From an optimization exercise on the open Yosys and OpenROAD flow, aimed at small area, a short achievable clock period and few clock cycles per item; shortcuts taken in it are not production practice. Where RTL was checked, it was by simulation tests only, not by an equivalence proof against the original.

## cubic_bezier_point_generator
module cubic_bezier_point_generator
(
    input  logic clk,
    input  logic rst_n,
    input  logic in_valid,
    output logic in_ready,
    input  logic [127:0] in_data,
    output logic out_valid,
    input  logic out_ready,
    output logic [38:0]  out_data
);
==> module cubic_bezier_point_generator, before the edit <==
module cubic_bezier_point_generator
(
    input  logic clk,
    input  logic rst_n,
    input  logic in_valid,
    output logic in_ready,
    input  logic [127:0] in_data,
    output logic out_valid,
    input  logic out_ready,
    output logic [38:0]  out_data
);
    function automatic logic [7:0] booth(input logic [4:0] i);
        logic [2:0] one, two;
        logic [1:0] neg;
        logic [2:0] g;
        for (int k = 0; k < 3; k++)
        begin
            g[2] = (k < 2) ? i[2*k+1] : 1'b0;
            g[1] = i[2*k];
            g[0] = (k > 0) ? i[2*k-1] : 1'b0;
            one[k] = g[1] ^ g[0];
            two[k] = (g == 3'b100) || (g == 3'b011);
            if (k < 2)
                neg[k] = g[2];
        end
        booth = {one, two, neg};
    endfunction
    logic       a_v, b_v, c_v, d_v, e_v, f_v, o_v, s_v, rdy;
    logic [4:0] a_i, b_i, c_i, d_i, e_i, f_i;
    logic [7:0] b_bcx, b_bcy_n, e_bcx, e_bcy_n;
    logic       fire, a_free, o_load, f_fire;
    assign fire     = !s_v;
    assign a_free   = !a_v || (a_i == 5'd31);
    assign in_ready = rdy;
    assign o_load   = !o_v || out_ready;
    assign f_fire   = fire && f_v;
    always_ff @(posedge clk or negedge rst_n)
    begin
        if (!rst_n)
        begin
            a_v <= 1'b0;
            b_v <= 1'b0;
            c_v <= 1'b0;
            d_v <= 1'b0;
            e_v <= 1'b0;
            f_v <= 1'b0;
            o_v <= 1'b0;
            s_v <= 1'b0;
            rdy <= 1'b1;
        end
        else
        begin
            if (fire)
            begin
                b_v <= a_v;
                c_v <= b_v;
                d_v <= c_v;
                e_v <= d_v;
                f_v <= e_v;
                if (a_free)
                    a_v <= in_valid;
            end
            if (o_load)
            begin
                o_v <= s_v || f_fire;
                s_v <= 1'b0;
            end
            else if (f_fire)
                s_v <= 1'b1;
            rdy <= (o_load || (fire && !f_v)) &&
                   (fire ? (a_free ? !in_valid : (a_i == 5'd30))
                         : a_free);
        end
    end
    always_ff @(posedge clk)
    begin
        if (fire)
        begin
            b_i  <= a_i;
            b_bcx   <= booth(a_i);
            b_bcy_n <= ~booth(a_i);
            c_i  <= b_i;
            d_i  <= c_i;
            e_i  <= d_i;
            e_bcx   <= booth(d_i);
            e_bcy_n <= ~booth(d_i);
            f_i  <= e_i;
            a_i  <= a_free ? 5'd0 : a_i + 5'd1;
        end
    end
    logic [38:0] res, s_data, o_data;
    genvar c;
    generate
        for (c = 0; c < 2; c++)
        begin : g_coord
            localparam int OFS = (c == 0) ? 16 : 0;
            logic [16:0] d [3];
            logic [16:0] dn [3];
            logic [20:0] w [3];
            logic [20:0] wn [3];
            logic [16:0] e0n, e1n, e3n;
            logic [15:0] b_q0, b_q1;
            logic [16:0] b_e0, b_e1;
            logic [15:0] s0n, c0n, s1n, c1n, s3n, c3n;
            logic        k0n, k1n, k3n;
            logic [15:0] c_s0, c_c0, c_s1, c_c1;
            logic        c_k0, c_k1;
            logic [15:0] r0n, r1n;
            logic [15:0] d_r0, d_r1;
            logic [15:0] e_r0;
            logic [16:0] e_e3;
            logic [15:0] f_s, f_c;
            logic        f_k;
            logic [15:0] pt;
            logic [7:0]  b_bc, e_bc;
            if (c == 0)
            begin : g_bx
                assign b_bc = b_bcx;
                assign e_bc = e_bcx;
            end
            else
            begin : g_by
                assign b_bc = ~b_bcy_n;
                assign e_bc = ~e_bcy_n;
            end
            for (genvar k = 0; k < 3; k++)
            begin : g_q
                bcpg_sub   u_d (.a(in_data[96 - 32*k + OFS +: 16]), .b(in_data[64 - 32*k + OFS +: 16]),
                                .e(dn[k]));
                bcpg_dstep u_w (.w(w[k]), .d(d[k]), .y(wn[k]));
                always_ff @(posedge clk)
                begin
                    if (fire)
                    begin
                        if (a_free)
                            w[k] <= {in_data[96 - 32*k + OFS +: 16], 5'b00000};
                        else
                            w[k] <= wn[k];
                    end
                    if (fire && a_free)
                        d[k] <= dn[k];
                end
            end
            bcpg_sub u_e0 (.a(w[0][20:5]), .b(w[1][20:5]), .e(e0n));
            bcpg_sub u_e1 (.a(w[1][20:5]), .b(w[2][20:5]), .e(e1n));
            bcpg_csa u_m0 (.a(b_q0), .e(b_e0), .bo(b_bc[7:5]), .bt(b_bc[4:2]), .bn(b_bc[1:0]),
                           .s(s0n), .c(c0n), .k(k0n));
            bcpg_csa u_m1 (.a(b_q1), .e(b_e1), .bo(b_bc[7:5]), .bt(b_bc[4:2]), .bn(b_bc[1:0]),
                           .s(s1n), .c(c1n), .k(k1n));
            bcpg_cpa u_r0 (.s(c_s0), .c(c_c0), .k(c_k0), .y(r0n));
            bcpg_cpa u_r1 (.s(c_s1), .c(c_c1), .k(c_k1), .y(r1n));
            bcpg_sub u_e3 (.a(d_r0), .b(d_r1), .e(e3n));
            bcpg_csa u_m3 (.a(e_r0), .e(e_e3), .bo(e_bc[7:5]), .bt(e_bc[4:2]), .bn(e_bc[1:0]),
                           .s(s3n), .c(c3n), .k(k3n));
            bcpg_cpa u_pt (.s(f_s), .c(f_c), .k(f_k), .y(pt));
            always_ff @(posedge clk)
            begin
                if (fire)
                begin
                    b_q0 <= w[0][20:5];
                    b_q1 <= w[1][20:5];
                    b_e0 <= e0n;
                    b_e1 <= e1n;
                    c_s0 <= s0n;
                    c_c0 <= c0n;
                    c_k0 <= k0n;
                    c_s1 <= s1n;
                    c_c1 <= c1n;
                    c_k1 <= k1n;
                    d_r0 <= r0n;
                    d_r1 <= r1n;
                    e_r0 <= d_r0;
                    e_e3 <= e3n;
                    f_s  <= s3n;
                    f_c  <= c3n;
                    f_k  <= k3n;
                end
            end
            assign res[38 - 16*c -: 16] = pt;
        end
    endgenerate
    assign res[6:1] = {1'b0, f_i};
    assign res[0]   = (f_i == 5'd31);
    always_ff @(posedge clk)
    begin
        if (fire)
            s_data <= res;
        if (o_load)
            o_data <= s_v ? s_data : res;
    end
    assign out_valid = o_v;
    assign out_data  = o_data;
endmodule
clock: 8.0 ns
lec_check: 0
abc_clock_period_in_ps: 3000
cap_margin: 20
core_margin: 2
core_utilization: 40
cts_buf_list: sky130_fd_sc_hd__clkbuf_16
cts_cluster_diameter: 100
cts_cluster_size: 25
setup_slack_margin: 5
slew_margin: 20
run.sh (not shown) runs the stock make flow with config.mk's settings and CLKGATE_MAP_FILE= SYNTH_SCRIPT=/design/flow/synth_recipe.tcl, a recipe that flattens the netlist after the stock synthesis.
Next try:
--- a/flow/design.v
+++ b/flow/design.v
@@ -1770,13 +1770,13 @@
                 neg[k] = g[2];
         end
         booth = {one, two, neg};
     endfunction
     logic       a_v, b_v, c_v, d_v, e_v, f_v, o_v, s_v, rdy;
     logic [4:0] a_i, b_i, c_i, d_i, e_i, f_i;
-    logic [7:0] b_bcx, b_bcy_n, e_bcx, e_bcy_n;
+    logic [7:0] b_bc, e_bc;
     logic       fire, a_free, o_load, f_fire;
     assign fire     = !s_v;
     assign a_free   = !a_v || (a_i == 5'd31);
     assign in_ready = rdy;
     assign o_load   = !o_v || out_ready;
     assign f_fire   = fire && f_v;
@@ -1820,19 +1820,17 @@
     end
     always_ff @(posedge clk)
     begin
         if (fire)
         begin
             b_i  <= a_i;
-            b_bcx   <= booth(a_i);
-            b_bcy_n <= ~booth(a_i);
+            b_bc <= booth(a_i);
             c_i  <= b_i;
             d_i  <= c_i;
             e_i  <= d_i;
-            e_bcx   <= booth(d_i);
-            e_bcy_n <= ~booth(d_i);
+            e_bc <= booth(d_i);
             f_i  <= e_i;
             a_i  <= a_free ? 5'd0 : a_i + 5'd1;
         end
     end
     logic [38:0] res, s_data, o_data;
     genvar c;
@@ -1855,23 +1853,12 @@
             logic [15:0] d_r0, d_r1;
             logic [15:0] e_r0;
             logic [16:0] e_e3;
             logic [15:0] f_s, f_c;
             logic        f_k;
             logic [15:0] pt;
-            logic [7:0]  b_bc, e_bc;
-            if (c == 0)
-            begin : g_bx
-                assign b_bc = b_bcx;
-                assign e_bc = e_bcx;
-            end
-            else
-            begin : g_by
-                assign b_bc = ~b_bcy_n;
-                assign e_bc = ~e_bcy_n;
-            end
             for (genvar k = 0; k < 3; k++)
             begin : g_q
                 bcpg_sub   u_d (.a(in_data[96 - 32*k + OFS +: 16]), .b(in_data[64 - 32*k + OFS +: 16]),
                                 .e(dn[k]));
                 bcpg_dstep u_w (.w(w[k]), .d(d[k]), .y(wn[k]));
                 always_ff @(posedge clk)
The new run ran to the end with no violations. Sequential share of layout area falls by 0.12 points. Clock skew falls by 13 ps. Final area falls by 1.7%. Wire length rises by 2.6%. Worst setup slack improves by 290 ps. Global-route usage rises by 0.46 points. Maximum frequency rises by 9.1%.
Testbench counts after the change, summed over its fixed seeds: cycles 16,440, points 16,384.
Only the layout flow was run in the first run of this note; the RTL was not checked for function there.

-- static timing again, ports no longer ideal --
How much do the figures lean on ideal ports? The routed layouts below were timed once more, with nothing changed but the port constraints. Step 1 assumes that a clkbuf_16 drives the clock port and a buf_2 every other input. Step 2 times the ports against the registers' clock, not the clock port: input delays grow and output delays shrink by t, the midpoint of the rising clock arrivals with the driver on. Slacks: no drivers / after step 1 / after step 2; pairs: no drivers / after step 1.
run | t, ns | setup WS [ns] | worst hold slack (ns) | slew at the worst register clock pin (ns) | pins driven straight from the clock port
the first run | 0.705 | 4.500 / 4.500 / 3.970 | 0.427 / 0.427 / 0.427 | 0.10 / 0.10 | 1
the second run | 0.702 | 4.793 / 4.795 / 4.093 | 0.427 / 0.427 / 0.427 | 0.11 / 0.11 | 1
After both steps every run listed still meets setup and hold. For the second run, which loses most, drivers alone change the setup slack by +0.002 ns; drivers and shift together by -0.700 ns.
